This design comes from an exercise in tuning for small area on the open sky130 flow, not from production work.
Function was checked by simulation only, so behaviour that the tests miss may differ from the original.

<file path="config.mk">
export PLATFORM = sky130hd
export DESIGN_NAME = rv_core_top
export DESIGN_NICKNAME = rv_core_top
export VERILOG_FILES = /design/flow/design.v
export SDC_FILE = /design/flow/constraint.sdc
export NUM_CORES = 4
export LEC_CHECK = 0
export CAP_MARGIN = 20
export CORE_MARGIN = 2
export CORE_UTILIZATION = 40
export SETUP_SLACK_MARGIN = 0.1
export SLEW_MARGIN = 20
export SYNTH_HIERARCHICAL = 1
</file>
<file path="constraint.sdc">
create_clock -name core_clock -period 12.0 [get_ports {clk}]
set_input_delay 2.4000 -clock core_clock [delete_from_list [all_inputs] [get_ports {clk}]]
set_output_delay 2.4000 -clock core_clock [all_outputs]
set_load 0.01 [all_outputs]
</file>
<file path="design.v">
`timescale 1ns/1ps
package rv_isa_pkg;
  localparam int XLEN = 32;
  typedef logic [XLEN-1:0] word_t;
  typedef logic [4:0]      reg_addr_t;
  typedef enum logic [6:0] {
    OPC_OP_IMM = 7'b0010011,
    OPC_OP     = 7'b0110011,
    OPC_LUI    = 7'b0110111,
    OPC_AUIPC  = 7'b0010111,
    OPC_JAL    = 7'b1101111,
    OPC_JALR   = 7'b1100111,
    OPC_BRANCH = 7'b1100011,
    OPC_SYSTEM = 7'b1110011
  } opcode_e;
  localparam logic [6:0] FUNCT7_ALT = 7'b0100000;
  localparam logic [2:0] F3_ADD_SUB = 3'b000;
  localparam logic [2:0] F3_SLL     = 3'b001;
  localparam logic [2:0] F3_SR      = 3'b101;
  typedef struct packed {
    logic [6:0] funct7;
    reg_addr_t  rs2;
    reg_addr_t  rs1;
    logic [2:0] funct3;
    reg_addr_t  rd;
    opcode_e    opcode;
  } r_fmt_t;
  typedef struct packed {
    logic [11:0] imm_11_0;
    reg_addr_t   rs1;
    logic [2:0]  funct3;
    reg_addr_t   rd;
    opcode_e     opcode;
  } i_fmt_t;
  typedef struct packed {
    logic [6:0] imm_11_5;
    reg_addr_t  rs2;
    reg_addr_t  rs1;
    logic [2:0] funct3;
    logic [4:0] imm_4_0;
    opcode_e    opcode;
  } s_fmt_t;
  typedef struct packed {
    logic       imm_12;
    logic [5:0] imm_10_5;
    reg_addr_t  rs2;
    reg_addr_t  rs1;
    logic [2:0] funct3;
    logic [3:0] imm_4_1;
    logic       imm_11;
    opcode_e    opcode;
  } b_fmt_t;
  typedef struct packed {
    logic [19:0] imm_31_12;
    reg_addr_t   rd;
    opcode_e     opcode;
  } u_fmt_t;
  typedef struct packed {
    logic       imm_20;
    logic [9:0] imm_10_1;
    logic       imm_11;
    logic [7:0] imm_19_12;
    reg_addr_t  rd;
    opcode_e    opcode;
  } j_fmt_t;
  typedef union packed {
    r_fmt_t r;
    i_fmt_t i;
    s_fmt_t s;
    b_fmt_t b;
    u_fmt_t u;
    j_fmt_t j;
  } rv_insn_u;
endpackage
`timescale 1ns/1ps
package core_pkg;
  localparam int          NUM_REGS = 32;
  localparam logic [31:0] RESET_PC = 32'h0000_0000;
  localparam logic [31:0] PC_STEP  = 32'd4;
  typedef enum logic [3:0] {
    ALU_ADD  = 4'b0000,
    ALU_SLL  = 4'b0001,
    ALU_SLT  = 4'b0010,
    ALU_SLTU = 4'b0011,
    ALU_XOR  = 4'b0100,
    ALU_SRL  = 4'b0101,
    ALU_OR   = 4'b0110,
    ALU_AND  = 4'b0111,
    ALU_SUB  = 4'b1000,
    ALU_SRA  = 4'b1101
  } alu_op_e;
  typedef enum logic [1:0] {
    SRC_A_RS1  = 2'd0,
    SRC_A_PC   = 2'd1,
    SRC_A_ZERO = 2'd2
  } src_a_e;
  typedef enum logic [1:0] {
    SRC_B_RS2  = 2'd0,
    SRC_B_IMM  = 2'd1,
    SRC_B_STEP = 2'd2
  } src_b_e;
  typedef enum logic [1:0] {
    FLOW_SEQ    = 2'd0,
    FLOW_BRANCH = 2'd1,
    FLOW_JAL    = 2'd2,
    FLOW_JALR   = 2'd3
  } flow_e;
  typedef enum logic [2:0] {
    BR_EQ  = 3'b000,
    BR_NE  = 3'b001,
    BR_LT  = 3'b100,
    BR_GE  = 3'b101,
    BR_LTU = 3'b110,
    BR_GEU = 3'b111
  } branch_cond_e;
endpackage
`timescale 1ns/1ps
`timescale 1ns/1ps
module rv_aoi222 (
  input  logic [2:0] a,
  input  logic [2:0] b,
  output logic       y
);
  assign y = ~|(a & b);
endmodule
module rv_rf_mux_bit (
  input  logic [31:1] sel,
  input  logic [31:1] d,
  output logic        q
);
  logic [10:0] t;
  for (genvar g = 0; g < 10; g++) begin : g_aoi
    rv_aoi222 u_aoi (.a(sel[3*g+3 -: 3]), .b(d[3*g+3 -: 3]), .y(t[g]));
  end
  assign t[10] = ~(sel[31] & d[31]);
  assign q = ~&t;
endmodule
module rv_rf_read (
  input  logic [4:0]        addr,
  input  logic [32*32-1:0]  regs,
  output logic [31:0]       data
);
  logic [31:1] sel;
  for (genvar i = 1; i < 32; i++) begin : g_sel
    assign sel[i] = (addr == 5'(i));
  end
  for (genvar b = 0; b < 32; b++) begin : g_bit
    logic [31:1] d;
    for (genvar i = 1; i < 32; i++) begin : g_d
      assign d[i] = regs[i*32 + b];
    end
    rv_rf_mux_bit u_mux (.sel(sel), .d(d), .q(data[b]));
  end
endmodule
`timescale 1ns/1ps
module rv_alu (
  input  logic [31:0] op_a,        
  input  logic [31:0] op_b,        
  input  logic        inv_b,
  input  logic [2:0]  f3,
  input  logic        alt,
  input  logic [31:0] imm_u,
  input  logic [31:1] pc_imm,
  input  logic [31:1] pc_plus4,
  input  logic        sel_alu,
  input  logic        sel_lui,
  input  logic        sel_auipc,
  input  logic        sel_link,
  output logic [31:0] sum,
  output logic [31:0] result,
  output logic        taken        
);
  logic [31:0] op_bx, p, g;
  logic        cout;
  assign op_bx = op_b ^ {32{inv_b}};
  rv_add32 u_add (.a(op_a), .b(op_bx), .cin(inv_b), .sum(sum), .cout(cout), .p(p), .g(g));
  logic lt_s, lt_u, eq;
  assign lt_u = ~cout;
  assign lt_s = (op_a[31] ^ op_b[31]) ? op_a[31] : sum[31];
  assign eq   = &p;
  always_comb begin
    case (f3[2:1])
      2'b00:   taken = eq;
      2'b10:   taken = lt_s;
      default: taken = lt_u;
    endcase
    taken = taken ^ f3[0];
  end
  logic [31:0] sh_out;
  rv_shift u_shift (.a(op_a), .amt(op_b[4:0]), .left(~f3[2]), .fill(alt & op_a[31]), .y(sh_out));
  logic s_sum, s_sll, s_sr, s_p, s_g, s_lt;
  assign s_sum = sel_alu & (f3 == 3'b000);
  assign s_sll = sel_alu & (f3 == 3'b001);
  assign s_lt  = sel_alu & (f3[2:1] == 2'b01);
  assign s_sr  = sel_alu & (f3 == 3'b101);
  assign s_p   = sel_alu & ((f3 == 3'b100) | (f3 == 3'b110));
  assign s_g   = sel_alu & ((f3 == 3'b110) | (f3 == 3'b111));
  logic lt_bit;
  assign lt_bit = f3[0] ? lt_u : lt_s;
  logic [1:0] t0;
  rv_aoi222 u_r0a (.a({s_sum, s_sll, s_sr}), .b({sum[0], sh_out[31], sh_out[0]}), .y(t0[0]));
  rv_aoi222 u_r0b (.a({s_p, s_g, s_lt}), .b({p[0], g[0], lt_bit}), .y(t0[1]));
  rv_c_nand2 u_r0 (.a(t0[0]), .b(t0[1]), .y(result[0]));
  for (genvar k = 1; k < 12; k++) begin : g_lo
    logic [2:0] t;
    rv_aoi222 u_a (.a({s_sum, s_sll, s_sr}), .b({sum[k], sh_out[31-k], sh_out[k]}), .y(t[0]));
    rv_aoi222 u_b (.a({s_p, s_g, sel_auipc}), .b({p[k], g[k], pc_imm[k]}), .y(t[1]));
    rv_c_nand2 u_c (.a(sel_link), .b(pc_plus4[k]), .y(t[2]));
    rv_c_nand3 u_r (.a(t[0]), .b(t[1]), .c(t[2]), .y(result[k]));
  end
  for (genvar k = 12; k < 32; k++) begin : g_hi
    logic [3:0] t;
    rv_aoi222 u_a (.a({s_sum, s_sll, s_sr}), .b({sum[k], sh_out[31-k], sh_out[k]}), .y(t[0]));
    rv_aoi222 u_b (.a({s_p, s_g, sel_lui}), .b({p[k], g[k], imm_u[k]}), .y(t[1]));
    rv_c_nand2 u_c (.a(sel_auipc), .b(pc_imm[k]), .y(t[2]));
    rv_c_nand2 u_d (.a(sel_link), .b(pc_plus4[k]), .y(t[3]));
    rv_c_nand4 u_r (.a(t[0]), .b(t[1]), .c(t[2]), .d(t[3]), .y(result[k]));
  end
endmodule
module rv_mux2i (
  input  logic a,
  input  logic b,
  input  logic s,
  output logic y
);
  assign y = ~(s ? b : a);
endmodule
module rv_c_nand4 (input logic a, input logic b, input logic c, input logic d, output logic y);
  assign y = ~(a & b & c & d);
endmodule
module rv_c_nand3 (input logic a, input logic b, input logic c, output logic y);
  assign y = ~(a & b & c);
endmodule
module rv_shift (
  input  logic [31:0] a,
  input  logic [4:0]  amt,
  input  logic        left,
  input  logic        fill,
  output logic [31:0] y
);
  logic [31:0] x0, x1, x2, x3, x4, x5;
  for (genvar k = 0; k < 32; k++) begin : g_rev
    rv_mux2i u_mux (.a(a[k]), .b(a[31-k]), .s(left), .y(x0[k]));
  end
  logic [4:0] f;
  assign f = {~fill, fill, ~fill, fill, ~fill};
  for (genvar k = 0; k < 32; k++) begin : g_s0
    rv_mux2i u_mux (.a(x0[k]), .b((k + 1 < 32) ? x0[(k + 1) % 32] : f[0]), .s(amt[0]), .y(x1[k]));
  end
  for (genvar k = 0; k < 32; k++) begin : g_s1
    rv_mux2i u_mux (.a(x1[k]), .b((k + 2 < 32) ? x1[(k + 2) % 32] : f[1]), .s(amt[1]), .y(x2[k]));
  end
  for (genvar k = 0; k < 32; k++) begin : g_s2
    rv_mux2i u_mux (.a(x2[k]), .b((k + 4 < 32) ? x2[(k + 4) % 32] : f[2]), .s(amt[2]), .y(x3[k]));
  end
  for (genvar k = 0; k < 32; k++) begin : g_s3
    rv_mux2i u_mux (.a(x3[k]), .b((k + 8 < 32) ? x3[(k + 8) % 32] : f[3]), .s(amt[3]), .y(x4[k]));
  end
  for (genvar k = 0; k < 32; k++) begin : g_s4
    rv_mux2i u_mux (.a(x4[k]), .b((k + 16 < 32) ? x4[(k + 16) % 32] : f[4]), .s(amt[4]), .y(x5[k]));
  end
  assign y = x5;
endmodule
module rv_c_inv (input logic a, output logic y);
  assign y = ~a;
endmodule
module rv_c_nand2 (input logic a, input logic b, output logic y);
  assign y = ~(a & b);
endmodule
module rv_c_nor2 (input logic a, input logic b, output logic y);
  assign y = ~(a | b);
endmodule
module rv_c_aoi21 (input logic a1, input logic a2, input logic b, output logic y);
  assign y = ~((a1 & a2) | b);
endmodule
module rv_c_oai22 (input logic a1, input logic a2, input logic b1, input logic b2, output logic y);
  assign y = ~((a1 | a2) & (b1 | b2));
endmodule
module rv_c_oai21 (input logic a1, input logic a2, input logic b, output logic y);
  assign y = ~((a1 | a2) & b);
endmodule
module rv_add32 (
  input  logic [31:0] a,
  input  logic [31:0] b,
  input  logic        cin,
  output logic [31:0] sum,
  output logic        cout,
  output logic [31:0] p,
  output logic [31:0] g
);
  assign p = a ^ b;
  assign g = a & b;
  logic g0c0;
  assign g0c0 = g[0] | (p[0] & cin);
  logic gn1;
  rv_c_oai22 u_gn1 (.a1(g[1]), .a2(p[1]), .b1(g[1]), .b2(g0c0), .y(gn1));
  logic gn2;
  rv_c_oai22 u_gn2 (.a1(g[3]), .a2(p[3]), .b1(g[3]), .b2(g[2]), .y(gn2));
  logic pn3;
  rv_c_nand2 u_pn3 (.a(p[3]), .b(p[2]), .y(pn3));
  logic gn4;
  rv_c_oai22 u_gn4 (.a1(g[5]), .a2(p[5]), .b1(g[5]), .b2(g[4]), .y(gn4));
  logic pn5;
  rv_c_nand2 u_pn5 (.a(p[5]), .b(p[4]), .y(pn5));
  logic gn6;
  rv_c_oai22 u_gn6 (.a1(g[7]), .a2(p[7]), .b1(g[7]), .b2(g[6]), .y(gn6));
  logic pn7;
  rv_c_nand2 u_pn7 (.a(p[7]), .b(p[6]), .y(pn7));
  logic gn8;
  rv_c_oai22 u_gn8 (.a1(g[9]), .a2(p[9]), .b1(g[9]), .b2(g[8]), .y(gn8));
  logic pn9;
  rv_c_nand2 u_pn9 (.a(p[9]), .b(p[8]), .y(pn9));
  logic gn10;
  rv_c_oai22 u_gn10 (.a1(g[11]), .a2(p[11]), .b1(g[11]), .b2(g[10]), .y(gn10));
  logic pn11;
  rv_c_nand2 u_pn11 (.a(p[11]), .b(p[10]), .y(pn11));
  logic gn12;
  rv_c_oai22 u_gn12 (.a1(g[13]), .a2(p[13]), .b1(g[13]), .b2(g[12]), .y(gn12));
  logic pn13;
  rv_c_nand2 u_pn13 (.a(p[13]), .b(p[12]), .y(pn13));
  logic gn14;
  rv_c_oai22 u_gn14 (.a1(g[15]), .a2(p[15]), .b1(g[15]), .b2(g[14]), .y(gn14));
  logic pn15;
  rv_c_nand2 u_pn15 (.a(p[15]), .b(p[14]), .y(pn15));
  logic gn16;
  rv_c_oai22 u_gn16 (.a1(g[17]), .a2(p[17]), .b1(g[17]), .b2(g[16]), .y(gn16));
  logic pn17;
  rv_c_nand2 u_pn17 (.a(p[17]), .b(p[16]), .y(pn17));
  logic gn18;
  rv_c_oai22 u_gn18 (.a1(g[19]), .a2(p[19]), .b1(g[19]), .b2(g[18]), .y(gn18));
  logic pn19;
  rv_c_nand2 u_pn19 (.a(p[19]), .b(p[18]), .y(pn19));
  logic gn20;
  rv_c_oai22 u_gn20 (.a1(g[21]), .a2(p[21]), .b1(g[21]), .b2(g[20]), .y(gn20));
  logic pn21;
  rv_c_nand2 u_pn21 (.a(p[21]), .b(p[20]), .y(pn21));
  logic gn22;
  rv_c_oai22 u_gn22 (.a1(g[23]), .a2(p[23]), .b1(g[23]), .b2(g[22]), .y(gn22));
  logic pn23;
  rv_c_nand2 u_pn23 (.a(p[23]), .b(p[22]), .y(pn23));
  logic gn24;
  rv_c_oai22 u_gn24 (.a1(g[25]), .a2(p[25]), .b1(g[25]), .b2(g[24]), .y(gn24));
  logic pn25;
  rv_c_nand2 u_pn25 (.a(p[25]), .b(p[24]), .y(pn25));
  logic gn26;
  rv_c_oai22 u_gn26 (.a1(g[27]), .a2(p[27]), .b1(g[27]), .b2(g[26]), .y(gn26));
  logic pn27;
  rv_c_nand2 u_pn27 (.a(p[27]), .b(p[26]), .y(pn27));
  logic gn28;
  rv_c_oai22 u_gn28 (.a1(g[29]), .a2(p[29]), .b1(g[29]), .b2(g[28]), .y(gn28));
  logic pn29;
  rv_c_nand2 u_pn29 (.a(p[29]), .b(p[28]), .y(pn29));
  logic gn30;
  rv_c_oai22 u_gn30 (.a1(g[31]), .a2(p[31]), .b1(g[31]), .b2(g[30]), .y(gn30));
  logic pn31;
  rv_c_nand2 u_pn31 (.a(p[31]), .b(p[30]), .y(pn31));
  logic gn32;
  rv_c_oai21 u_gn32 (.a1(pn3), .a2(gn1), .b(gn2), .y(gn32));
  logic gn33;
  rv_c_oai21 u_gn33 (.a1(pn7), .a2(gn4), .b(gn6), .y(gn33));
  logic pn34;
  rv_c_nor2 u_pn34 (.a(pn7), .b(pn5), .y(pn34));
  logic gn35;
  rv_c_oai21 u_gn35 (.a1(pn11), .a2(gn8), .b(gn10), .y(gn35));
  logic pn36;
  rv_c_nor2 u_pn36 (.a(pn11), .b(pn9), .y(pn36));
  logic gn37;
  rv_c_oai21 u_gn37 (.a1(pn15), .a2(gn12), .b(gn14), .y(gn37));
  logic pn38;
  rv_c_nor2 u_pn38 (.a(pn15), .b(pn13), .y(pn38));
  logic gn39;
  rv_c_oai21 u_gn39 (.a1(pn19), .a2(gn16), .b(gn18), .y(gn39));
  logic pn40;
  rv_c_nor2 u_pn40 (.a(pn19), .b(pn17), .y(pn40));
  logic gn41;
  rv_c_oai21 u_gn41 (.a1(pn23), .a2(gn20), .b(gn22), .y(gn41));
  logic pn42;
  rv_c_nor2 u_pn42 (.a(pn23), .b(pn21), .y(pn42));
  logic gn43;
  rv_c_oai21 u_gn43 (.a1(pn27), .a2(gn24), .b(gn26), .y(gn43));
  logic pn44;
  rv_c_nor2 u_pn44 (.a(pn27), .b(pn25), .y(pn44));
  logic gn45;
  rv_c_oai21 u_gn45 (.a1(pn31), .a2(gn28), .b(gn30), .y(gn45));
  logic pn46;
  rv_c_nor2 u_pn46 (.a(pn31), .b(pn29), .y(pn46));
  logic gn47;
  rv_c_oai22 u_gn47 (.a1(gn33), .a2(pn34), .b1(gn33), .b2(gn32), .y(gn47));
  logic gn48;
  rv_c_oai22 u_gn48 (.a1(gn37), .a2(pn38), .b1(gn37), .b2(gn35), .y(gn48));
  logic pn49;
  rv_c_nand2 u_pn49 (.a(pn38), .b(pn36), .y(pn49));
  logic gn50;
  rv_c_oai22 u_gn50 (.a1(gn41), .a2(pn42), .b1(gn41), .b2(gn39), .y(gn50));
  logic pn51;
  rv_c_nand2 u_pn51 (.a(pn42), .b(pn40), .y(pn51));
  logic gn52;
  rv_c_oai22 u_gn52 (.a1(gn45), .a2(pn46), .b1(gn45), .b2(gn43), .y(gn52));
  logic pn53;
  rv_c_nand2 u_pn53 (.a(pn46), .b(pn44), .y(pn53));
  logic gn54;
  rv_c_oai21 u_gn54 (.a1(pn49), .a2(gn47), .b(gn48), .y(gn54));
  logic gn55;
  rv_c_oai21 u_gn55 (.a1(pn53), .a2(gn50), .b(gn52), .y(gn55));
  logic pn56;
  rv_c_nor2 u_pn56 (.a(pn53), .b(pn51), .y(pn56));
  logic gn57;
  rv_c_oai22 u_gn57 (.a1(gn55), .a2(pn56), .b1(gn55), .b2(gn54), .y(gn57));
  logic iv58;
  rv_c_inv u_iv58 (.a(gn54), .y(iv58));
  logic gn59;
  rv_c_oai21 u_gn59 (.a1(pn51), .a2(iv58), .b(gn50), .y(gn59));
  logic iv60;
  rv_c_inv u_iv60 (.a(gn47), .y(iv60));
  logic gn61;
  rv_c_oai22 u_gn61 (.a1(gn35), .a2(pn36), .b1(gn35), .b2(iv60), .y(gn61));
  logic gn62;
  rv_c_oai22 u_gn62 (.a1(gn39), .a2(pn40), .b1(gn39), .b2(gn54), .y(gn62));
  logic gn63;
  rv_c_oai22 u_gn63 (.a1(gn43), .a2(pn44), .b1(gn43), .b2(gn59), .y(gn63));
  logic iv64;
  rv_c_inv u_iv64 (.a(gn32), .y(iv64));
  logic gn65;
  rv_c_oai21 u_gn65 (.a1(pn5), .a2(iv64), .b(gn4), .y(gn65));
  logic gn66;
  rv_c_oai21 u_gn66 (.a1(pn9), .a2(gn47), .b(gn8), .y(gn66));
  logic gn67;
  rv_c_oai21 u_gn67 (.a1(pn13), .a2(gn61), .b(gn12), .y(gn67));
  logic gn68;
  rv_c_oai21 u_gn68 (.a1(pn17), .a2(iv58), .b(gn16), .y(gn68));
  logic gn69;
  rv_c_oai21 u_gn69 (.a1(pn21), .a2(gn62), .b(gn20), .y(gn69));
  logic iv70;
  rv_c_inv u_iv70 (.a(gn59), .y(iv70));
  logic gn71;
  rv_c_oai21 u_gn71 (.a1(pn25), .a2(iv70), .b(gn24), .y(gn71));
  logic gn72;
  rv_c_oai21 u_gn72 (.a1(pn29), .a2(gn63), .b(gn28), .y(gn72));
  logic iv73;
  rv_c_inv u_iv73 (.a(gn1), .y(iv73));
  logic gn74;
  rv_c_oai22 u_gn74 (.a1(g[2]), .a2(p[2]), .b1(g[2]), .b2(iv73), .y(gn74));
  logic gn75;
  rv_c_oai22 u_gn75 (.a1(g[4]), .a2(p[4]), .b1(g[4]), .b2(gn32), .y(gn75));
  logic gn76;
  rv_c_oai22 u_gn76 (.a1(g[6]), .a2(p[6]), .b1(g[6]), .b2(gn65), .y(gn76));
  logic gn77;
  rv_c_oai22 u_gn77 (.a1(g[8]), .a2(p[8]), .b1(g[8]), .b2(iv60), .y(gn77));
  logic gn78;
  rv_c_oai22 u_gn78 (.a1(g[10]), .a2(p[10]), .b1(g[10]), .b2(gn66), .y(gn78));
  logic iv79;
  rv_c_inv u_iv79 (.a(gn61), .y(iv79));
  logic gn80;
  rv_c_oai22 u_gn80 (.a1(g[12]), .a2(p[12]), .b1(g[12]), .b2(iv79), .y(gn80));
  logic gn81;
  rv_c_oai22 u_gn81 (.a1(g[14]), .a2(p[14]), .b1(g[14]), .b2(gn67), .y(gn81));
  logic gn82;
  rv_c_oai22 u_gn82 (.a1(g[16]), .a2(p[16]), .b1(g[16]), .b2(gn54), .y(gn82));
  logic gn83;
  rv_c_oai22 u_gn83 (.a1(g[18]), .a2(p[18]), .b1(g[18]), .b2(gn68), .y(gn83));
  logic iv84;
  rv_c_inv u_iv84 (.a(gn62), .y(iv84));
  logic gn85;
  rv_c_oai22 u_gn85 (.a1(g[20]), .a2(p[20]), .b1(g[20]), .b2(iv84), .y(gn85));
  logic gn86;
  rv_c_oai22 u_gn86 (.a1(g[22]), .a2(p[22]), .b1(g[22]), .b2(gn69), .y(gn86));
  logic gn87;
  rv_c_oai22 u_gn87 (.a1(g[24]), .a2(p[24]), .b1(g[24]), .b2(gn59), .y(gn87));
  logic gn88;
  rv_c_oai22 u_gn88 (.a1(g[26]), .a2(p[26]), .b1(g[26]), .b2(gn71), .y(gn88));
  logic iv89;
  rv_c_inv u_iv89 (.a(gn63), .y(iv89));
  logic gn90;
  rv_c_oai22 u_gn90 (.a1(g[28]), .a2(p[28]), .b1(g[28]), .b2(iv89), .y(gn90));
  logic gn91;
  rv_c_oai22 u_gn91 (.a1(g[30]), .a2(p[30]), .b1(g[30]), .b2(gn72), .y(gn91));
  assign sum[0] = p[0] ^ cin;
  assign sum[1] = p[1] ^ g0c0;
  assign sum[2] = ~(p[2] ^ gn1);
  assign sum[3] = ~(p[3] ^ gn74);
  assign sum[4] = p[4] ^ gn32;
  assign sum[5] = ~(p[5] ^ gn75);
  assign sum[6] = p[6] ^ gn65;
  assign sum[7] = ~(p[7] ^ gn76);
  assign sum[8] = ~(p[8] ^ gn47);
  assign sum[9] = ~(p[9] ^ gn77);
  assign sum[10] = p[10] ^ gn66;
  assign sum[11] = ~(p[11] ^ gn78);
  assign sum[12] = ~(p[12] ^ gn61);
  assign sum[13] = ~(p[13] ^ gn80);
  assign sum[14] = p[14] ^ gn67;
  assign sum[15] = ~(p[15] ^ gn81);
  assign sum[16] = p[16] ^ gn54;
  assign sum[17] = ~(p[17] ^ gn82);
  assign sum[18] = p[18] ^ gn68;
  assign sum[19] = ~(p[19] ^ gn83);
  assign sum[20] = ~(p[20] ^ gn62);
  assign sum[21] = ~(p[21] ^ gn85);
  assign sum[22] = p[22] ^ gn69;
  assign sum[23] = ~(p[23] ^ gn86);
  assign sum[24] = p[24] ^ gn59;
  assign sum[25] = ~(p[25] ^ gn87);
  assign sum[26] = p[26] ^ gn71;
  assign sum[27] = ~(p[27] ^ gn88);
  assign sum[28] = ~(p[28] ^ gn63);
  assign sum[29] = ~(p[29] ^ gn90);
  assign sum[30] = p[30] ^ gn72;
  assign sum[31] = ~(p[31] ^ gn91);
  assign cout = ~gn57;
endmodule
`timescale 1ns/1ps
module rv_pc_unit (
  input  logic [31:1] pc,
  input  logic [31:1] imm,
  input  logic [31:1] jalr_target,
  input  logic        take_imm,
  input  logic        take_jalr,
  input  logic        rst,
  output logic [31:1] pc_plus4,
  output logic [31:1] pc_imm,
  output logic [31:1] pc_next
);
  logic [31:2] c;
  assign c[2] = 1'b1;
  for (genvar i = 2; i < 31; i++) begin : g_inc
    assign c[i+1] = c[i] & pc[i];
  end
  assign pc_plus4 = {pc[31:2] ^ c[31:2], pc[1]};
  logic unused_cout;
  logic [31:1] unused_p, unused_g;
  rv_add31 u_add (.a(pc), .b(imm), .cin(1'b0), .sum(pc_imm), .cout(unused_cout), .p(unused_p), .g(unused_g));
  logic s_jalr, s_imm, s_seq;
  assign s_jalr = take_jalr & ~rst;
  assign s_imm  = take_imm & ~take_jalr & ~rst;
  assign s_seq  = ~take_imm & ~take_jalr & ~rst;
  for (genvar k = 1; k < 32; k++) begin : g_next
    logic n;
    rv_aoi222 u_aoi (.a({s_jalr, s_imm, s_seq}), .b({jalr_target[k], pc_imm[k], pc_plus4[k]}), .y(n));
    rv_c_inv u_inv (.a(n), .y(pc_next[k]));
  end
endmodule
module rv_add31 (
  input  logic [30:0] a,
  input  logic [30:0] b,
  input  logic        cin,
  output logic [30:0] sum,
  output logic        cout,
  output logic [30:0] p,
  output logic [30:0] g
);
  assign p = a ^ b;
  assign g = a & b;
  logic g0c0;
  assign g0c0 = g[0] | (p[0] & cin);
  logic gn1;
  rv_c_oai22 u_gn1 (.a1(g[1]), .a2(p[1]), .b1(g[1]), .b2(g0c0), .y(gn1));
  logic gn2;
  rv_c_oai22 u_gn2 (.a1(g[3]), .a2(p[3]), .b1(g[3]), .b2(g[2]), .y(gn2));
  logic pn3;
  rv_c_nand2 u_pn3 (.a(p[3]), .b(p[2]), .y(pn3));
  logic gn4;
  rv_c_oai22 u_gn4 (.a1(g[5]), .a2(p[5]), .b1(g[5]), .b2(g[4]), .y(gn4));
  logic pn5;
  rv_c_nand2 u_pn5 (.a(p[5]), .b(p[4]), .y(pn5));
  logic gn6;
  rv_c_oai22 u_gn6 (.a1(g[7]), .a2(p[7]), .b1(g[7]), .b2(g[6]), .y(gn6));
  logic pn7;
  rv_c_nand2 u_pn7 (.a(p[7]), .b(p[6]), .y(pn7));
  logic gn8;
  rv_c_oai22 u_gn8 (.a1(g[9]), .a2(p[9]), .b1(g[9]), .b2(g[8]), .y(gn8));
  logic pn9;
  rv_c_nand2 u_pn9 (.a(p[9]), .b(p[8]), .y(pn9));
  logic gn10;
  rv_c_oai22 u_gn10 (.a1(g[11]), .a2(p[11]), .b1(g[11]), .b2(g[10]), .y(gn10));
  logic pn11;
  rv_c_nand2 u_pn11 (.a(p[11]), .b(p[10]), .y(pn11));
  logic gn12;
  rv_c_oai22 u_gn12 (.a1(g[13]), .a2(p[13]), .b1(g[13]), .b2(g[12]), .y(gn12));
  logic pn13;
  rv_c_nand2 u_pn13 (.a(p[13]), .b(p[12]), .y(pn13));
  logic gn14;
  rv_c_oai22 u_gn14 (.a1(g[15]), .a2(p[15]), .b1(g[15]), .b2(g[14]), .y(gn14));
  logic pn15;
  rv_c_nand2 u_pn15 (.a(p[15]), .b(p[14]), .y(pn15));
  logic gn16;
  rv_c_oai22 u_gn16 (.a1(g[17]), .a2(p[17]), .b1(g[17]), .b2(g[16]), .y(gn16));
  logic pn17;
  rv_c_nand2 u_pn17 (.a(p[17]), .b(p[16]), .y(pn17));
  logic gn18;
  rv_c_oai22 u_gn18 (.a1(g[19]), .a2(p[19]), .b1(g[19]), .b2(g[18]), .y(gn18));
  logic pn19;
  rv_c_nand2 u_pn19 (.a(p[19]), .b(p[18]), .y(pn19));
  logic gn20;
  rv_c_oai22 u_gn20 (.a1(g[21]), .a2(p[21]), .b1(g[21]), .b2(g[20]), .y(gn20));
  logic pn21;
  rv_c_nand2 u_pn21 (.a(p[21]), .b(p[20]), .y(pn21));
  logic gn22;
  rv_c_oai22 u_gn22 (.a1(g[23]), .a2(p[23]), .b1(g[23]), .b2(g[22]), .y(gn22));
  logic pn23;
  rv_c_nand2 u_pn23 (.a(p[23]), .b(p[22]), .y(pn23));
  logic gn24;
  rv_c_oai22 u_gn24 (.a1(g[25]), .a2(p[25]), .b1(g[25]), .b2(g[24]), .y(gn24));
  logic pn25;
  rv_c_nand2 u_pn25 (.a(p[25]), .b(p[24]), .y(pn25));
  logic gn26;
  rv_c_oai22 u_gn26 (.a1(g[27]), .a2(p[27]), .b1(g[27]), .b2(g[26]), .y(gn26));
  logic pn27;
  rv_c_nand2 u_pn27 (.a(p[27]), .b(p[26]), .y(pn27));
  logic gn28;
  rv_c_oai22 u_gn28 (.a1(g[29]), .a2(p[29]), .b1(g[29]), .b2(g[28]), .y(gn28));
  logic pn29;
  rv_c_nand2 u_pn29 (.a(p[29]), .b(p[28]), .y(pn29));
  logic gn30;
  rv_c_oai21 u_gn30 (.a1(pn3), .a2(gn1), .b(gn2), .y(gn30));
  logic gn31;
  rv_c_oai21 u_gn31 (.a1(pn7), .a2(gn4), .b(gn6), .y(gn31));
  logic pn32;
  rv_c_nor2 u_pn32 (.a(pn7), .b(pn5), .y(pn32));
  logic gn33;
  rv_c_oai21 u_gn33 (.a1(pn11), .a2(gn8), .b(gn10), .y(gn33));
  logic pn34;
  rv_c_nor2 u_pn34 (.a(pn11), .b(pn9), .y(pn34));
  logic gn35;
  rv_c_oai21 u_gn35 (.a1(pn15), .a2(gn12), .b(gn14), .y(gn35));
  logic pn36;
  rv_c_nor2 u_pn36 (.a(pn15), .b(pn13), .y(pn36));
  logic gn37;
  rv_c_oai21 u_gn37 (.a1(pn19), .a2(gn16), .b(gn18), .y(gn37));
  logic pn38;
  rv_c_nor2 u_pn38 (.a(pn19), .b(pn17), .y(pn38));
  logic gn39;
  rv_c_oai21 u_gn39 (.a1(pn23), .a2(gn20), .b(gn22), .y(gn39));
  logic pn40;
  rv_c_nor2 u_pn40 (.a(pn23), .b(pn21), .y(pn40));
  logic gn41;
  rv_c_oai21 u_gn41 (.a1(pn27), .a2(gn24), .b(gn26), .y(gn41));
  logic pn42;
  rv_c_nor2 u_pn42 (.a(pn27), .b(pn25), .y(pn42));
  logic gn43;
  rv_c_oai22 u_gn43 (.a1(gn31), .a2(pn32), .b1(gn31), .b2(gn30), .y(gn43));
  logic gn44;
  rv_c_oai22 u_gn44 (.a1(gn35), .a2(pn36), .b1(gn35), .b2(gn33), .y(gn44));
  logic pn45;
  rv_c_nand2 u_pn45 (.a(pn36), .b(pn34), .y(pn45));
  logic gn46;
  rv_c_oai22 u_gn46 (.a1(gn39), .a2(pn40), .b1(gn39), .b2(gn37), .y(gn46));
  logic pn47;
  rv_c_nand2 u_pn47 (.a(pn40), .b(pn38), .y(pn47));
  logic gn48;
  rv_c_oai21 u_gn48 (.a1(pn45), .a2(gn43), .b(gn44), .y(gn48));
  logic iv49;
  rv_c_inv u_iv49 (.a(gn48), .y(iv49));
  logic gn50;
  rv_c_oai21 u_gn50 (.a1(pn47), .a2(iv49), .b(gn46), .y(gn50));
  logic iv51;
  rv_c_inv u_iv51 (.a(gn43), .y(iv51));
  logic gn52;
  rv_c_oai22 u_gn52 (.a1(gn33), .a2(pn34), .b1(gn33), .b2(iv51), .y(gn52));
  logic gn53;
  rv_c_oai22 u_gn53 (.a1(gn37), .a2(pn38), .b1(gn37), .b2(gn48), .y(gn53));
  logic gn54;
  rv_c_oai22 u_gn54 (.a1(gn41), .a2(pn42), .b1(gn41), .b2(gn50), .y(gn54));
  logic iv55;
  rv_c_inv u_iv55 (.a(gn30), .y(iv55));
  logic gn56;
  rv_c_oai21 u_gn56 (.a1(pn5), .a2(iv55), .b(gn4), .y(gn56));
  logic gn57;
  rv_c_oai21 u_gn57 (.a1(pn9), .a2(gn43), .b(gn8), .y(gn57));
  logic gn58;
  rv_c_oai21 u_gn58 (.a1(pn13), .a2(gn52), .b(gn12), .y(gn58));
  logic gn59;
  rv_c_oai21 u_gn59 (.a1(pn17), .a2(iv49), .b(gn16), .y(gn59));
  logic gn60;
  rv_c_oai21 u_gn60 (.a1(pn21), .a2(gn53), .b(gn20), .y(gn60));
  logic iv61;
  rv_c_inv u_iv61 (.a(gn50), .y(iv61));
  logic gn62;
  rv_c_oai21 u_gn62 (.a1(pn25), .a2(iv61), .b(gn24), .y(gn62));
  logic gn63;
  rv_c_oai21 u_gn63 (.a1(pn29), .a2(gn54), .b(gn28), .y(gn63));
  logic iv64;
  rv_c_inv u_iv64 (.a(gn1), .y(iv64));
  logic gn65;
  rv_c_oai22 u_gn65 (.a1(g[2]), .a2(p[2]), .b1(g[2]), .b2(iv64), .y(gn65));
  logic gn66;
  rv_c_oai22 u_gn66 (.a1(g[4]), .a2(p[4]), .b1(g[4]), .b2(gn30), .y(gn66));
  logic gn67;
  rv_c_oai22 u_gn67 (.a1(g[6]), .a2(p[6]), .b1(g[6]), .b2(gn56), .y(gn67));
  logic gn68;
  rv_c_oai22 u_gn68 (.a1(g[8]), .a2(p[8]), .b1(g[8]), .b2(iv51), .y(gn68));
  logic gn69;
  rv_c_oai22 u_gn69 (.a1(g[10]), .a2(p[10]), .b1(g[10]), .b2(gn57), .y(gn69));
  logic iv70;
  rv_c_inv u_iv70 (.a(gn52), .y(iv70));
  logic gn71;
  rv_c_oai22 u_gn71 (.a1(g[12]), .a2(p[12]), .b1(g[12]), .b2(iv70), .y(gn71));
  logic gn72;
  rv_c_oai22 u_gn72 (.a1(g[14]), .a2(p[14]), .b1(g[14]), .b2(gn58), .y(gn72));
  logic gn73;
  rv_c_oai22 u_gn73 (.a1(g[16]), .a2(p[16]), .b1(g[16]), .b2(gn48), .y(gn73));
  logic gn74;
  rv_c_oai22 u_gn74 (.a1(g[18]), .a2(p[18]), .b1(g[18]), .b2(gn59), .y(gn74));
  logic iv75;
  rv_c_inv u_iv75 (.a(gn53), .y(iv75));
  logic gn76;
  rv_c_oai22 u_gn76 (.a1(g[20]), .a2(p[20]), .b1(g[20]), .b2(iv75), .y(gn76));
  logic gn77;
  rv_c_oai22 u_gn77 (.a1(g[22]), .a2(p[22]), .b1(g[22]), .b2(gn60), .y(gn77));
  logic gn78;
  rv_c_oai22 u_gn78 (.a1(g[24]), .a2(p[24]), .b1(g[24]), .b2(gn50), .y(gn78));
  logic gn79;
  rv_c_oai22 u_gn79 (.a1(g[26]), .a2(p[26]), .b1(g[26]), .b2(gn62), .y(gn79));
  logic iv80;
  rv_c_inv u_iv80 (.a(gn54), .y(iv80));
  logic gn81;
  rv_c_oai22 u_gn81 (.a1(g[28]), .a2(p[28]), .b1(g[28]), .b2(iv80), .y(gn81));
  logic gn82;
  rv_c_oai22 u_gn82 (.a1(g[30]), .a2(p[30]), .b1(g[30]), .b2(gn63), .y(gn82));
  assign sum[0] = p[0] ^ cin;
  assign sum[1] = p[1] ^ g0c0;
  assign sum[2] = ~(p[2] ^ gn1);
  assign sum[3] = ~(p[3] ^ gn65);
  assign sum[4] = p[4] ^ gn30;
  assign sum[5] = ~(p[5] ^ gn66);
  assign sum[6] = p[6] ^ gn56;
  assign sum[7] = ~(p[7] ^ gn67);
  assign sum[8] = ~(p[8] ^ gn43);
  assign sum[9] = ~(p[9] ^ gn68);
  assign sum[10] = p[10] ^ gn57;
  assign sum[11] = ~(p[11] ^ gn69);
  assign sum[12] = ~(p[12] ^ gn52);
  assign sum[13] = ~(p[13] ^ gn71);
  assign sum[14] = p[14] ^ gn58;
  assign sum[15] = ~(p[15] ^ gn72);
  assign sum[16] = p[16] ^ gn48;
  assign sum[17] = ~(p[17] ^ gn73);
  assign sum[18] = p[18] ^ gn59;
  assign sum[19] = ~(p[19] ^ gn74);
  assign sum[20] = ~(p[20] ^ gn53);
  assign sum[21] = ~(p[21] ^ gn76);
  assign sum[22] = p[22] ^ gn60;
  assign sum[23] = ~(p[23] ^ gn77);
  assign sum[24] = p[24] ^ gn50;
  assign sum[25] = ~(p[25] ^ gn78);
  assign sum[26] = p[26] ^ gn62;
  assign sum[27] = ~(p[27] ^ gn79);
  assign sum[28] = ~(p[28] ^ gn54);
  assign sum[29] = ~(p[29] ^ gn81);
  assign sum[30] = p[30] ^ gn63;
  assign cout = ~gn82;
endmodule
`timescale 1ns/1ps
module rv_core_top (
  input  logic        clk,
  input  logic        rst,
  input  logic [31:0] insn_from_imem,
  output logic [31:0] pc_to_imem,
  output logic        halt,
  output logic [31:0] trace_completed_pc,
  output logic [31:0] trace_completed_insn,
  output logic        trace_rd_we,
  output logic [4:0]  trace_rd,
  output logic [31:0] trace_rd_data
);
  logic [31:0] insn;
  assign insn = insn_from_imem;
  logic [6:0] opc;
  logic [2:0] f3;
  logic [6:0] f7;
  logic [4:0] rs1, rs2, rd;
  assign opc = insn[6:0];
  assign f3  = insn[14:12];
  assign f7  = insn[31:25];
  assign rd  = insn[11:7];
  assign rs1 = insn[19:15];
  assign rs2 = insn[24:20];
  logic is_op, is_opimm, is_lui, is_auipc, is_jal, is_jalr, is_br, is_sys, is_alu;
  assign is_op    = (opc == 7'b0110011);
  assign is_opimm = (opc == 7'b0010011);
  assign is_lui   = (opc == 7'b0110111);
  assign is_auipc = (opc == 7'b0010111);
  assign is_jal   = (opc == 7'b1101111);
  assign is_jalr  = (opc == 7'b1100111) && (f3 == 3'b000);
  assign is_br    = (opc == 7'b1100011) && (f3[2:1] != 2'b01);
  assign is_sys   = (opc == 7'b1110011);
  assign is_alu   = is_op | is_opimm;
  logic f7_zero, f7_alt, alu_ok;
  assign f7_zero = (f7 == 7'b0000000);
  assign f7_alt  = (f7 == 7'b0100000);
  always_comb begin
    if (is_op)               alu_ok = f7_zero | (f7_alt & ((f3 == 3'b000) | (f3 == 3'b101)));
    else if (f3 == 3'b001)   alu_ok = f7_zero;
    else if (f3 == 3'b101)   alu_ok = f7_zero | f7_alt;
    else                     alu_ok = 1'b1;
  end
  logic wen;
  assign wen = is_lui | is_auipc | is_jal | is_jalr | (is_alu & alu_ok);
  assign trace_rd_we = wen && !rst && (rd != 5'd0);
  assign halt        = is_sys && (insn[31:7] == 25'd0) && !rst;
  logic [31:0] imm_i, imm_b, imm_u, imm_j;
  assign imm_i = {{20{insn[31]}}, insn[31:20]};
  assign imm_b = {{19{insn[31]}}, insn[31], insn[7], insn[30:25], insn[11:8], 1'b0};
  assign imm_u = {insn[31:12], 12'b0};
  assign imm_j = {{11{insn[31]}}, insn[31], insn[19:12], insn[20], insn[30:21], 1'b0};
  logic [31:0] result;
  logic [31:0] wdata;
  logic [32*32-1:0] rf;
  assign rf[31:0] = 32'd0;
  assign wdata = result;
  for (genvar i = 1; i < 32; i++) begin : g_reg
    logic [31:0] q;
    always_ff @(posedge clk) begin
      if (rst || (wen && (rd == 5'(i)))) q <= wdata;
    end
    assign rf[i*32 +: 32] = q;
  end
  logic [31:0] rs1_data, rs2_data;
  rv_rf_read u_rd1 (.addr(rs1), .regs(rf), .data(rs1_data));
  rv_rf_read u_rd2 (.addr(rs2), .regs(rf), .data(rs2_data));
  logic [31:0] op_b, sum;
  logic        inv_b, taken;
  assign op_b  = (is_op | is_br) ? rs2_data : imm_i;
  assign inv_b = is_br | (is_alu & (f3[2:1] == 2'b01)) | (is_op & (f3 == 3'b000) & f7[5]);
  logic [31:1] pc_q, pc_imm, pc_plus4, pc_next;
  logic [31:0] imm_pc;
  always_comb begin
    if (is_jal)        imm_pc = imm_j;
    else if (is_auipc) imm_pc = imm_u;
    else               imm_pc = imm_b;
  end
  rv_pc_unit u_pc_unit (
    .pc          (pc_q),
    .imm         (imm_pc[31:1]),
    .jalr_target (sum[31:1]),
    .take_imm    (is_jal | (is_br & taken)),
    .take_jalr   (is_jalr),
    .rst         (rst),
    .pc_plus4    (pc_plus4),
    .pc_imm      (pc_imm),
    .pc_next     (pc_next)
  );
  always_ff @(posedge clk) begin
    pc_q <= pc_next;
  end
  rv_alu u_alu (
    .op_a      (rs1_data),
    .op_b      (op_b),
    .inv_b     (inv_b),
    .f3        (f3),
    .alt       (f7[5]),
    .imm_u     (imm_u),
    .pc_imm    (pc_imm),
    .pc_plus4  (pc_plus4),
    .sel_alu   (is_alu & !rst),
    .sel_lui   (is_lui & !rst),
    .sel_auipc (is_auipc & !rst),
    .sel_link  ((is_jal | is_jalr) & !rst),
    .sum       (sum),
    .result    (result),
    .taken     (taken)
  );
  assign pc_to_imem           = {pc_q, 1'b0};
  assign trace_completed_pc   = {pc_q, 1'b0};
  assign trace_completed_insn = insn;
  assign trace_rd             = rd;
  assign trace_rd_data        = result;
endmodule
</file>
<file path="flow/run.sh">
#!/bin/bash
set -euo pipefail
export BUFFER_PORTS_ARGS="-buffer_cell sky130_fd_sc_hd__buf_1"
export CTS_ARGS="-sink_clustering_enable -repair_clock_nets -dont_use_dummy_load -buf_list sky130_fd_sc_hd__clkbuf_4 -sink_clustering_size 9 -sink_clustering_max_diameter 50"
bash standard.sh > flow_make.log 2>&1
</file>
<file path="standard.sh">
#!/bin/bash
# synth_recipe.tcl (not shown) runs the flow's synth.tcl, then flattens the netlist and writes it again
# the make line also repeats each setting of config.mk as NAME=value (left out here)
make -C /OpenROAD-flow-scripts/flow DESIGN_CONFIG=/design/flow/config.mk WORK_HOME=/design/flow/orfs CLKGATE_MAP_FILE= SYNTH_SCRIPT=/design/flow/synth_recipe.tcl "${@:-finish}"
</file>
==> results.txt <==
[worst max-delay path by stage]
stage,from,cells after the start,slack (ns),endpoint
final,insn_from_imem[21],26,0.28,trace_rd_data[0]
after global routing,insn_from_imem[21],26,0.10,trace_rd_data[0]
after CTS,insn_from_imem[21],26,0.29,trace_rd_data[0]
after detailed placement,insn_from_imem[21],26,0.32,trace_rd_data[0]
after global placement,insn_from_imem[23],27,0.46,trace_rd_data[0]
after floorplan,insn_from_imem[22],23,0.80,trace_rd_data[0]
[layer usage]
metal	vias to the layer above	track usage (%)
li1	15180	-
met1	18588	41.6
met3	449	9.05
met2	3384	43.9
met5	-	0
met4	12	16.6
[final cells by class]
type                       instances  share of cell area (%)
timing repair buffer             373                    4.34
clock buffer                     136                    1.93
multi-input combinational       1905                    32.1
tap                             1536                    3.64
sequential                      1023                    57.5
antenna                           16                  0.0758
inverter                          54                   0.384
[state kept, by name, summed over array words and instances (netlist names)]
name  count
g.q     992
pc_q     31
[power breakdown]
group          internal, µW  total (µW)  switching (µW)
Clock                   521        1640            1120
Combinational           268         921             653
Sequential             4040        4110            73.4
Total                  4830        6670            1850
[metrics by stage]
step	std cells	util, %	instance area, µm²	hold WS, ns
3_3_place_gp	4889	43.9	51700	0.614
4_1_cts	5025	44.7	52800	0.645
3_5_place_dp	4889	43.9	51700	0.624
5_1_grt	5036	44.8	52800	0.693
6_report	5043	44.8	52800	0.666
2_1_floorplan	3081	-	47500	0.585
[worst register-to-register path: cells and delay by family (launching register included)]
family | cells | cell delay (ns)
adder cells (fa/ha/maj) | 28 | 5.28
XOR/XNOR | 1 | 0.23
AND/OR/NAND/NOR | 2 | 0.22
flip-flops | 1 | 0.39
buffers and inverters | 1 | 0.43
==> results.json <==
{
  "status": "timing/DRC/antenna clean",
  "wl_met1_um": 71800,
  "rsz0062_at_grt": "no",
  "p_leak_uw": 0.0190,
  "finalPower_uw": 6670,
  "hold_start": "pc_q[2]",
  "fmax_mhz": 85.3,
  "critPathCaptureType": "output pin",
  "via_per_inst": 7.46,
  "clk_pin_slew_ns": 0.09,
  "crit_type": "input port to output pin",
  "crit_arrival_ns": 9.32,
  "yosys_warnings": 8,
  "dieArea_mm2": 0.121,
  "hp-class": "flip-flop to flip-flop",
  "clock_sinks": 1023,
  "power.density_mw_per_mm2": 126,
  "cts_resized": 0,
  "grt_max_degree": 40,
  "drt_first_pass_iters": 15,
  "final.setup.tns_ns": 0,
  "finalMaxSlewViolations": 0,
  "cp.buffers_inverters": 5,
  "h-tree-depth": 4,
  "r2r_end": "g_reg[24].q[31]",
  "fin_worst_skew_ns": 0.112,
  "cts_hold_buf": 0,
  "hold_end": "pc_q[2]",
  "syn_to_final_growth_pct": 11.4,
  "relSlewSlack_pct": 18.5,
  "fin_crit_ns": 11.72,
  "ant_nets": 0,
  "boundaryPins": 169,
  "cts_tree": "built",
  "vias": 37613,
  "max_stage_delay_ns": 0.51,
  "cts_max_path_buffers": 3,
  "grt_overflow_total": 0,
  "final_common_cell": "edfxtp_1",
  "die_y_um": 348,
  "place_ws_ns": 0.317,
  "r2r_slack_ns": 5.11,
  "cts-root-buf": "clkbuf_4",
  "start_util_pct": 40.2,
  "setup_viol": 0,
  "synth_cells": 3080,
  "drive_above_1_share_pct": 13.8,
  "cts_setup_buffers": 0,
  "max-cap-violations": 0,
  "gp_congestion": 0.998,
  "wl_met2_um": 80300,
  "core-area_mm2": 0.118,
  "rr_worst_depth": 32,
  "setup.worst_path.start_class": "input port",
  "grt_usage_pct": 30.6,
  "slowest_stage": "nand3b_1",
  "numPortBuffers": 166,
  "cp_max_fo": 25,
  "drt_wl_total_um": 192000,
  "grt_first_pass_wirelength_um": 264000,
  "setup_ws_ns": 0.282,
  "drt_iter0_drc": 9586,
  "synth.avg_cell_area_um2": 15.4,
  "fillers": 10484,
  "wl_met3_um": 28700,
  "numCtsBuffers": 136,
  "first_global_vias": 34604,
  "cp_top_family": "compound AO/OA/AOI/OAI gates",
  "syn_area_mm2": 0.0474,
  "worst_slew_pin_slew_ns": 1.22,
  "worstSkewPairLatency_ns": 1.12,
  "vdd_drop_max_uv": 80.7,
  "worstPathRequired_ns": 9.60,
  "crit_path_frequent_cell": "o21ai_1",
  "finalCritPeriodShare_pct": 97.6,
  "mostFrequentLayoutCells": "992 x edfxtp_1, 735 x a222oi_1, 197 x buf_4, 193 x mux2i_1, 165 x buf_1",
  "wire_per_inst_um": 38.1,
  "rows": 126,
  "nNetsFinal": 3619,
  "hold_path_depth": 3,
  "regToRegStartpoint": "pc_q[2]",
  "antenna_found_initial": 18,
  "route.detailed.drc": 0,
  "hold_viol": 0,
  "regArea_mm2": 0.0304,
  "multi_input_area_mm2": 0.0170,
  "post-dp-hpwl_um": 128000,
  "fp.dieW_um": 348,
  "top_layer": "met5"
}

==> separate check: timing with driven ports <==
In the flow no input, the clock included, has a driving cell. The finished layout below was timed again as built, in two steps. Step 1 assumes that a clkbuf_16 drives the clock port and a buf_2 every other input. Step 2 moves the port delays by t, midway between the first and last clock arrival at a register: inputs arrive t later, outputs are due t later. That takes back most of the time a late clock gives input paths. Three values: ideal, step 1, step 2; two values: the first two.
t, ns: 1.130
slack for setup (ns): 0.282 / 0.240 / 0.240
cell pins on the clock port's net: 1
After both steps this run still meets setup and hold. The setup slack of this run moves by -0.042 ns with the drivers and by -0.042 ns with both steps.
